What follows belongs to an exercise in optimizing a design on an open flow for a short achievable clock period and few clock cycles per item; a production flow would make more cautious choices. In this exercise RTL edits were held to simulation tests only and were not proved equivalent to the original. No activity file was given, so power comes from the tool's default toggle rates.

[design/flow/config.mk]
export PLATFORM = sky130hd
export DESIGN_NAME = ooo_top
export DESIGN_NICKNAME = ooo_top
export VERILOG_FILES = /design/flow/design.v
export SDC_FILE = /design/flow/constraint.sdc
export NUM_CORES = 4
export LEC_CHECK = 0
export ABC_CLOCK_PERIOD_IN_PS = 2500
export CAP_MARGIN = 20
export CORE_MARGIN = 2
export CORE_UTILIZATION = 40
export SETUP_SLACK_MARGIN = 5
export SLEW_MARGIN = 20
[design/flow/constraint.sdc]
create_clock -name core_clock -period 8.0 [get_ports {clock}]
set_input_delay 1.6000 -clock core_clock [delete_from_list [all_inputs] [get_ports {clock}]]
set_output_delay 1.6000 -clock core_clock [all_outputs]
set_load 0.01 [all_outputs]
[design/flow/run.sh]
#!/bin/bash
# synth_recipe.tcl (not shown) runs the flow's synth.tcl, then flattens the netlist and writes it again
# the make line also repeats each setting of config.mk as NAME=value (left out here)
make -C /OpenROAD-flow-scripts/flow DESIGN_CONFIG=/design/flow/config.mk WORK_HOME=/design/flow/orfs CLKGATE_MAP_FILE= SYNTH_SCRIPT=/design/flow/synth_recipe.tcl finish
[design/flow/design.v]
`default_nettype none
package ooo_pkg;
    localparam int DATA_WIDTH  = 16;             
    localparam int NUM_REGS    = 8;              
    localparam int REG_IDX_W   = 3;
    localparam int ROB_DEPTH   = 8;              
    localparam int TAG_W       = 3;
    localparam int ROB_CNT_W   = TAG_W + 1;      
    localparam int RS_DEPTH    = 4;
    localparam int RS_IDX_W    = 2;
    localparam int MUL_LATENCY = 3;              
    localparam logic [2:0] OP_LI  = 3'd0;
    localparam logic [2:0] OP_ADD = 3'd1;
    localparam logic [2:0] OP_SUB = 3'd2;
    localparam logic [2:0] OP_AND = 3'd3;
    localparam logic [2:0] OP_OR  = 3'd4;
    localparam logic [2:0] OP_XOR = 3'd5;
    localparam logic [2:0] OP_MUL = 3'd6;
    typedef struct packed {
        logic [2:0]            op;
        logic [REG_IDX_W-1:0]  rd;
        logic [REG_IDX_W-1:0]  rs1;
        logic [REG_IDX_W-1:0]  rs2;
        logic [DATA_WIDTH-1:0] imm;              
    } inst_t;
    typedef struct packed {
        logic                  ready;
        logic [TAG_W-1:0]      tag;
        logic [DATA_WIDTH-1:0] value;
    } operand_t;
    typedef struct packed {
        logic                  valid;
        logic [2:0]            op;
        logic [TAG_W-1:0]      tag;              
        logic [DATA_WIDTH-1:0] a;
        logic [DATA_WIDTH-1:0] b;
    } issue_t;
    typedef struct packed {
        logic                  valid;
        logic [TAG_W-1:0]      tag;
        logic [DATA_WIDTH-1:0] value;
    } cdb_t;
    typedef struct packed {
        logic [REG_IDX_W-1:0]  rd;
        logic [DATA_WIDTH-1:0] data;
    } commit_t;
    typedef struct packed {
        logic         mul;
        logic         li;
        logic         add;
        logic         sub;
        logic         andl;
        logic         orl;
        logic         xorl;
        logic [2:0]   rd;
        logic [2:0]   rs1;
        logic [2:0]   rs2;
        logic [NUM_REGS-1:0] rd_oh;
        logic [NUM_REGS-1:0] rs1_oh;
        logic [NUM_REGS-1:0] rs2_oh;
        logic [DATA_WIDTH-1:0] imm;
    } dec_t;
endpackage
`default_nettype wire
`timescale 1ns/1ps
`default_nettype none
module ooo_core (
    input  logic        clock,
    input  logic        reset,
    input  logic        inst_valid,
    input  logic [2:0]  inst_op,
    input  logic [2:0]  inst_rd,
    input  logic [2:0]  inst_rs1,
    input  logic [2:0]  inst_rs2,
    input  logic [15:0] inst_imm,
    output logic        inst_ready,
    output logic        commit_valid,
    output logic [2:0]  commit_rd,
    output logic [15:0] commit_data
);
    localparam int W = ooo_pkg::DATA_WIDTH;
    localparam int N = ooo_pkg::NUM_REGS;
    ooo_pkg::dec_t pin_dec;
    always_comb begin
        pin_dec.mul    = (inst_op == ooo_pkg::OP_MUL);
        pin_dec.li     = (inst_op == ooo_pkg::OP_LI);
        pin_dec.add    = (inst_op == ooo_pkg::OP_ADD);
        pin_dec.sub    = (inst_op == ooo_pkg::OP_SUB);
        pin_dec.andl   = (inst_op == ooo_pkg::OP_AND);
        pin_dec.orl    = (inst_op == ooo_pkg::OP_OR);
        pin_dec.xorl   = (inst_op == ooo_pkg::OP_XOR);
        pin_dec.rd     = inst_rd;
        pin_dec.rs1    = inst_rs1;
        pin_dec.rs2    = inst_rs2;
        pin_dec.rd_oh  = 8'b1 << inst_rd;
        pin_dec.rs1_oh = 8'b1 << inst_rs1;
        pin_dec.rs2_oh = 8'b1 << inst_rs2;
        pin_dec.imm    = inst_imm;
    end
    logic  rdy_q;
    logic  ir_v, sk_v;
    ooo_pkg::dec_t  ir, sk;
    logic  accept, stall, issue, take;
    logic         s2_v, s2_mul;
    logic [2:0]   s2_rd;
    logic [N-1:0] s2_rd_oh;
    assign inst_ready = rdy_q;
    assign accept     = inst_valid && rdy_q;
    assign stall      = ir_v && !ir.li && s2_v && s2_mul &&
                        ((s2_rd == ir.rs1) || (s2_rd == ir.rs2));
    assign issue      = ir_v && !stall;
    assign take       = !ir_v || !stall;
    always_ff @(posedge clock) begin
        if (reset) begin
            rdy_q <= 1'b1;
            ir_v  <= 1'b0;
            sk_v  <= 1'b0;
        end else if (take) begin
            ir_v  <= sk_v || accept;
            sk_v  <= 1'b0;
            rdy_q <= 1'b1;
        end else begin
            sk_v  <= sk_v || accept;
            rdy_q <= !(sk_v || accept);
        end
    end
    always_ff @(posedge clock) begin
        if (take) ir <= sk_v ? sk : pin_dec;
        if (!sk_v) sk <= pin_dec;
    end
    logic [W-1:0] rf [N];
    logic [W-1:0] opa, opb;
    always_comb begin
        opa = '0;
        opb = '0;
        for (int i = 0; i < N; i++) begin
            opa = opa | (rf[i] & {W{ir.rs1_oh[i]}});
            opb = opb | (rf[i] & {W{ir.rs2_oh[i]}});
        end
    end
    logic [W-1:0] sum, alu;
    assign sum = opa + (opb ^ {W{ir.sub}}) + W'(ir.sub);
    assign alu = (sum         & {W{ir.add | ir.sub}})
               | ((opa & opb) & {W{ir.andl}})
               | ((opa | opb) & {W{ir.orl}})
               | ((opa ^ opb) & {W{ir.xorl}})
               | (ir.imm      & {W{ir.li}});
    logic [W-1:0] l0 [16];
    logic [W-1:0] l1 [11];
    logic [W-1:0] l2 [8];
    logic [W-1:0] l3 [6];
    logic [W-1:0] l4 [4];
    logic [W-1:0] m4 [4];       
    logic [W-1:0] l5 [3];
    logic [W-1:0] l6 [2];
    logic [W-1:0] prod;
    always_comb begin
        for (int i = 0; i < 16; i++) l0[i] = (opa << i) & {W{opb[i]}};
        for (int k = 0; k < 5; k++) begin
            l1[2*k]   = l0[3*k] ^ l0[3*k+1] ^ l0[3*k+2];
            l1[2*k+1] = ((l0[3*k] & l0[3*k+1]) | (l0[3*k] & l0[3*k+2]) | (l0[3*k+1] & l0[3*k+2])) << 1;
        end
        l1[10] = l0[15];
        for (int k = 0; k < 3; k++) begin
            l2[2*k]   = l1[3*k] ^ l1[3*k+1] ^ l1[3*k+2];
            l2[2*k+1] = ((l1[3*k] & l1[3*k+1]) | (l1[3*k] & l1[3*k+2]) | (l1[3*k+1] & l1[3*k+2])) << 1;
        end
        l2[6] = l1[9];
        l2[7] = l1[10];
        for (int k = 0; k < 2; k++) begin
            l3[2*k]   = l2[3*k] ^ l2[3*k+1] ^ l2[3*k+2];
            l3[2*k+1] = ((l2[3*k] & l2[3*k+1]) | (l2[3*k] & l2[3*k+2]) | (l2[3*k+1] & l2[3*k+2])) << 1;
        end
        l3[4] = l2[6];
        l3[5] = l2[7];
        for (int k = 0; k < 2; k++) begin
            l4[2*k]   = l3[3*k] ^ l3[3*k+1] ^ l3[3*k+2];
            l4[2*k+1] = ((l3[3*k] & l3[3*k+1]) | (l3[3*k] & l3[3*k+2]) | (l3[3*k+1] & l3[3*k+2])) << 1;
        end
        l5[0] = m4[0] ^ m4[1] ^ m4[2];
        l5[1] = ((m4[0] & m4[1]) | (m4[0] & m4[2]) | (m4[1] & m4[2])) << 1;
        l5[2] = m4[3];
        l6[0] = l5[0] ^ l5[1] ^ l5[2];
        l6[1] = ((l5[0] & l5[1]) | (l5[0] & l5[2]) | (l5[1] & l5[2])) << 1;
        prod  = l6[0] + l6[1];
    end
    logic [W-1:0] s2_alu;
    logic         c_v;
    logic [2:0]   c_rd;
    logic [W-1:0] c_data;
    always_ff @(posedge clock) begin
        if (reset) begin
            s2_v <= 1'b0;
            c_v  <= 1'b0;
        end else begin
            s2_v <= issue;
            c_v  <= s2_v;
        end
    end
    always_ff @(posedge clock) begin
        s2_mul   <= ir.mul;
        s2_rd    <= ir.rd;
        s2_rd_oh <= ir.rd_oh;
        s2_alu   <= alu;
        for (int k = 0; k < 4; k++) m4[k] <= l4[k];
        c_rd     <= s2_rd;
        c_data   <= s2_mul ? prod : s2_alu;
    end
    always_ff @(posedge clock) begin
        for (int i = 0; i < N; i++) begin
            if (reset) begin
                rf[i] <= '0;
            end else if (issue && !ir.mul && ir.rd_oh[i]) begin
                rf[i] <= alu;
            end else if (s2_v && s2_mul && s2_rd_oh[i]) begin
                rf[i] <= prod;
            end
        end
    end
    assign commit_valid = c_v;
    assign commit_rd    = c_rd;
    assign commit_data  = c_data;
endmodule
`default_nettype wire
`timescale 1ns/1ps
`default_nettype none
module ooo_top (
    input  logic        clock,
    input  logic        reset,
    input  logic        inst_valid,
    input  logic [2:0]  inst_op,
    input  logic [2:0]  inst_rd,
    input  logic [2:0]  inst_rs1,
    input  logic [2:0]  inst_rs2,
    input  logic [15:0] inst_imm,
    output logic        inst_ready,
    output logic        commit_valid,
    output logic [2:0]  commit_rd,
    output logic [15:0] commit_data
);
    ooo_core u_core (
        .clock        (clock),
        .reset        (reset),
        .inst_valid   (inst_valid),
        .inst_op      (inst_op),
        .inst_rd      (inst_rd),
        .inst_rs1     (inst_rs1),
        .inst_rs2     (inst_rs2),
        .inst_imm     (inst_imm),
        .inst_ready   (inst_ready),
        .commit_valid (commit_valid),
        .commit_rd    (commit_rd),
        .commit_data  (commit_data)
    );
endmodule
`default_nettype wire
==> results.json <==
{
  "outcome": "finished clean",
  "max_freq_ghz": 0.244,
  "max_cap_viol_count": 0,
  "io_pins": 52,
  "syn-num-nets": 2117,
  "grt_setup_unrepaired": "yes",
  "crit_chain": "buf_6 > buf_4 > a22oi_2 > nand4_1 > inv_2 > nor2_2 > fa_1 > inv_2 > fa_1 > inv_2 > fa_2 > xnor2_2 > xnor2_1 > xnor2_1 > xnor2_1 > xnor2_1 > xnor2_1 > xnor2_1",
  "vias_per_cell": 6.11,
  "drc_errors": 0,
  "end_kind": "flip-flop",
  "r2r_slack_ns": 3.90,
  "cp_top_family": "adder cells",
  "grtUsageMet2_pct": 46.0,
  "fp.dieW_um": 216,
  "start_util_pct": 40.6,
  "placed_cell_area_um2": 19100,
  "required_ns": 8.50,
  "hold_depth": 0,
  "swShare_pct": 26.4,
  "finalSetupViolations": 0,
  "numCtsBuffers": 37,
  "antenna_found_initial": 0,
  "place_inst": 2439,
  "synth-async-reset-ratio_pct": 0,
  "grt_pass1_vias": 16400,
  "path_clk_slew_ns": 0.07,
  "fin_util_pct": 56.1,
  "critPathSlowestCell": "fa_1",
  "dieArea_um2": 46800,
  "grtUsageTotal_pct": 29.6,
  "r2r_end": "u_core.m4[0][15]$_DFF_P_",
  "synth_warnings": 10,
  "route.vias.total": 17100,
  "crit_buf_inv": 5,
  "synth_xor_xnor_area_share_pct": 3.24,
  "rr_worst_depth": 18,
  "fin_nets": 2373,
  "gp_congestion": 0.931,
  "worst_slew_margin_rel_pct": 5.47,
  "gr-max-usage-layer": "met2",
  "hold_slack_ns": 0.341,
  "tightestPinTransition_ns": 1.42,
  "syn_to_final_growth_pct": 38.2,
  "yosysUniqueCellTypes": 69,
  "syn_inst": 1915,
  "crit_start": "u_core.ir[27]$_DFFE_PP_",
  "routed_wl_um": 71900,
  "yosys.area_share.simple_pct": 13.4,
  "synth_mux_area_share_pct": 2.09,
  "cp.depth": 18,
  "combPwrFrac_pct": 11.6,
  "drtIter0Drc": 1887,
  "crit_fanout": 4,
  "power.internal_mw": 2.95,
  "finalNonFillerCells": 2793,
  "core_area_um2": 44400,
  "synth_edf_count": 56,
  "met3_usage_pct": 5.29,
  "ys_ff_latch": 326,
  "fin_area_um2": 24900,
  "grt_pass1_wl_um": 105000,
  "synth-compound-area-share_pct": 20.6,
  "power_density_nw_per_um2": 161,
  "antenna_left": 0,
  "grtUsageMet1_pct": 39.2,
  "switchingPower_mw": 1.06,
  "drtPass1Iterations": 9,
  "wl_per_cell_um": 25.7,
  "cts_root_buf": "clkbuf_16",
  "synth_flop_cell": "dfxtp_1",
  "seqPwrFrac_pct": 44.2,
  "drive_above_1_share_pct": 33.5,
  "clock_sinks": 326,
  "critPathMostFrequentCell": "xnor2_1",
  "io_buffer_count": 51,
  "finalHoldViolCount": 0,
  "clkPwrFrac_pct": 44.2,
  "cp.arrival_ns": 4.61,
  "synth_fa_ha_area_share_pct": 15.4,
  "num_rows": 77,
  "period_minus_slack_ns": 4.10,
  "total_leakage_power_nw": 9.54,
  "tritoncts": "built",
  "synth_top_family_by_area": "compound AO/OA/AOI/OAI gates",
  "reg2reg_from": "u_core.ir[27]$_DFFE_PP_",
  "min_path_type": "reg -> reg",
  "die_h_um": 216,
  "syn_area_per_cell_um2": 9.42,
  "final_common_cell": "dfxtp_1",
  "grt_max_degree": 98,
  "start_kind": "flip-flop",
  "gr-total-overflow": 0,
  "drv_slew": 0,
  "cts.htree.levels": 2,
  "setup-tns-final_ns": 0,
  "path_class": "reg -> reg",
  "synth-seq-area-share_pct": 39.3,
  "finalCritPeriodShare_pct": 51.3,
  "mostFrequentLayoutCells": "dfxtp_1, buf_4, nand2_1, nor2_1, buf_6",
  "ctsLongestPathBuffers": 3,
  "finClkSkew_ns": 0.0462,
  "hpwl_um": 43700,
  "vdd_drop_max_v": 0.000174,
  "synth_area_um2": 18000,
  "critPathCapture": "u_core.m4[0][15]$_DFF_P_",
  "insertion_delay_ns": 0.59,
  "slowest_delay_ns": 0.54
}
through the flow:
stage	total power [mW]	setup slack [ns]
after floorplan	1.96	4.10
after global placement	2.07	3.23
after detailed placement	2.08	3.25
after CTS	3.96	3.97
after global routing	4.12	3.76
final	4.01	3.90
how the worst min path moves through the flow:
stage,from,endpoint,slack [ns]
3_3_place_gp,u_core.ir[48]$_DFFE_PP_,u_core.s2_rd[2]$_DFF_P_,0.33
4_1_cts,u_core.ir[48]$_DFFE_PP_,u_core.s2_rd[2]$_DFF_P_,0.34
5_1_grt,u_core.ir[47]$_DFFE_PP_,u_core.s2_rd[1]$_DFF_P_,0.35
6_report,u_core.ir[48]$_DFFE_PP_,u_core.s2_rd[2]$_DFF_P_,0.34
3_5_place_dp,u_core.ir[48]$_DFFE_PP_,u_core.s2_rd[2]$_DFF_P_,0.33
2_1_floorplan,u_core.ir[46]$_DFFE_PP_,u_core.s2_rd[0]$_DFF_P_,0.32
logic make-up (layout without fill, tap and decap cells):
logic type,after synthesis,in the layout
buf+inv,272,552
flops,326,326
simple gates,551,552
compound gates,496,499
fa+ha+maj,171,171
mux,34,35
xor+xnor,65,65
other cells,0,1
cells in the mapped netlist (15+ instances only):
master    instances  share of area, %
o21a_1           18              0.75
clkbuf_1         96               2.0
a22oi_1         125               5.2
a21oi_1          53               1.5
mux2_2           27               1.7
ha_1             86               6.0
a311oi_1         48               2.3
a211oi_1         74               3.1
nand2_1         199               4.1
edfxtp_1         56               9.3
and3_1           25              0.87
o211ai_1         15              0.62
o31ai_1          17              0.71
buf_2            35              0.97
nor2_1          193               4.0
dfxtp_1         270                30
nand4_1          26              0.90
fa_1             85               9.4
nand3_1          57               1.6
o21ai_0          61               1.7
xnor2_1          56               2.7
inv_1           123               2.6
per-layer routing:
metal  part of all wire (%)  vias up
met5                      0        -
met4                    6.4        0
met3                    9.3      291
met2                     44     1057
met1                     40     8323
li1                       -     7389
sequential cells by signal, summed over array words and instances, names as in the netlist, 3 cells and up:
register,cells
u_core.rf,128
u_core.ir,56
u_core.sk,56
u_core.m4,34
u_core.c_data,16
u_core.s2_alu,16
u_core.s2_rd_oh,8
u_core.c_rd,3
u_core.s2_rd,3
power groups by stage:
stage,logic [mW],registers (mW),clock network (mW)
final,0.464,1.77,1.77
after global routing,0.483,1.78,1.86
after CTS,0.397,1.77,1.80
after detailed placement,0.253,1.82,0
after global placement,0.250,1.82,0
after floorplan,0.182,1.78,0
final cells by class:
class,instances,area [um^2]
diodes,1,2.50
clock buffers,48,1040
clock inverters,20,234
fillers,3706,19500
inverters,129,596
multi-input cells,1322,11700
flip-flops and latches,326,7090
well taps,592,741
repair buffers,354,3540
repair inverters,1,8.76
timing repair:
item / in CTS / in global routing
hold buffers: 0 / 0
buffers inserted: 197 / 76
gates resized for setup: 326 / 182
setup endpoints to repair: 199 / 170
gates cloned: 7 / 4
pin swaps: 189 / 152
Testbench counts, summed over its fixed seeds: cycles 25,188, insts 24,000.

[port drivers added, routing unchanged]
The results above use ideal ports. As a check the final layout listed here was re-extracted and re-timed, cells and wires unchanged. Step 1 (the two cells are an assumption about what drives the block):
set clk [get_ports {clock}]
set_driving_cell -lib_cell sky130_fd_sc_hd__clkbuf_16 $clk
set_driving_cell -lib_cell sky130_fd_sc_hd__buf_2 [delete_from_list [all_inputs] $clk]
Step 2 adds t to the input delays and takes it off the output delays; t is the mean of the earliest and latest rising clock arrival at the registers after step 1. Input paths then give back, and output paths get back, about the clock's delay inside the block. a / b / c = no drivers / after step 1 / after step 2; a / b = the first two.
t, ns: 0.619
setup WS [ns]: 3.897 / 3.897 / 3.897
worst slew at a driven data input, ns: 0.04
After both steps this run still meets setup and hold. The setup slack of this run moves by 0.000 ns with the drivers and by 0.000 ns with both steps.
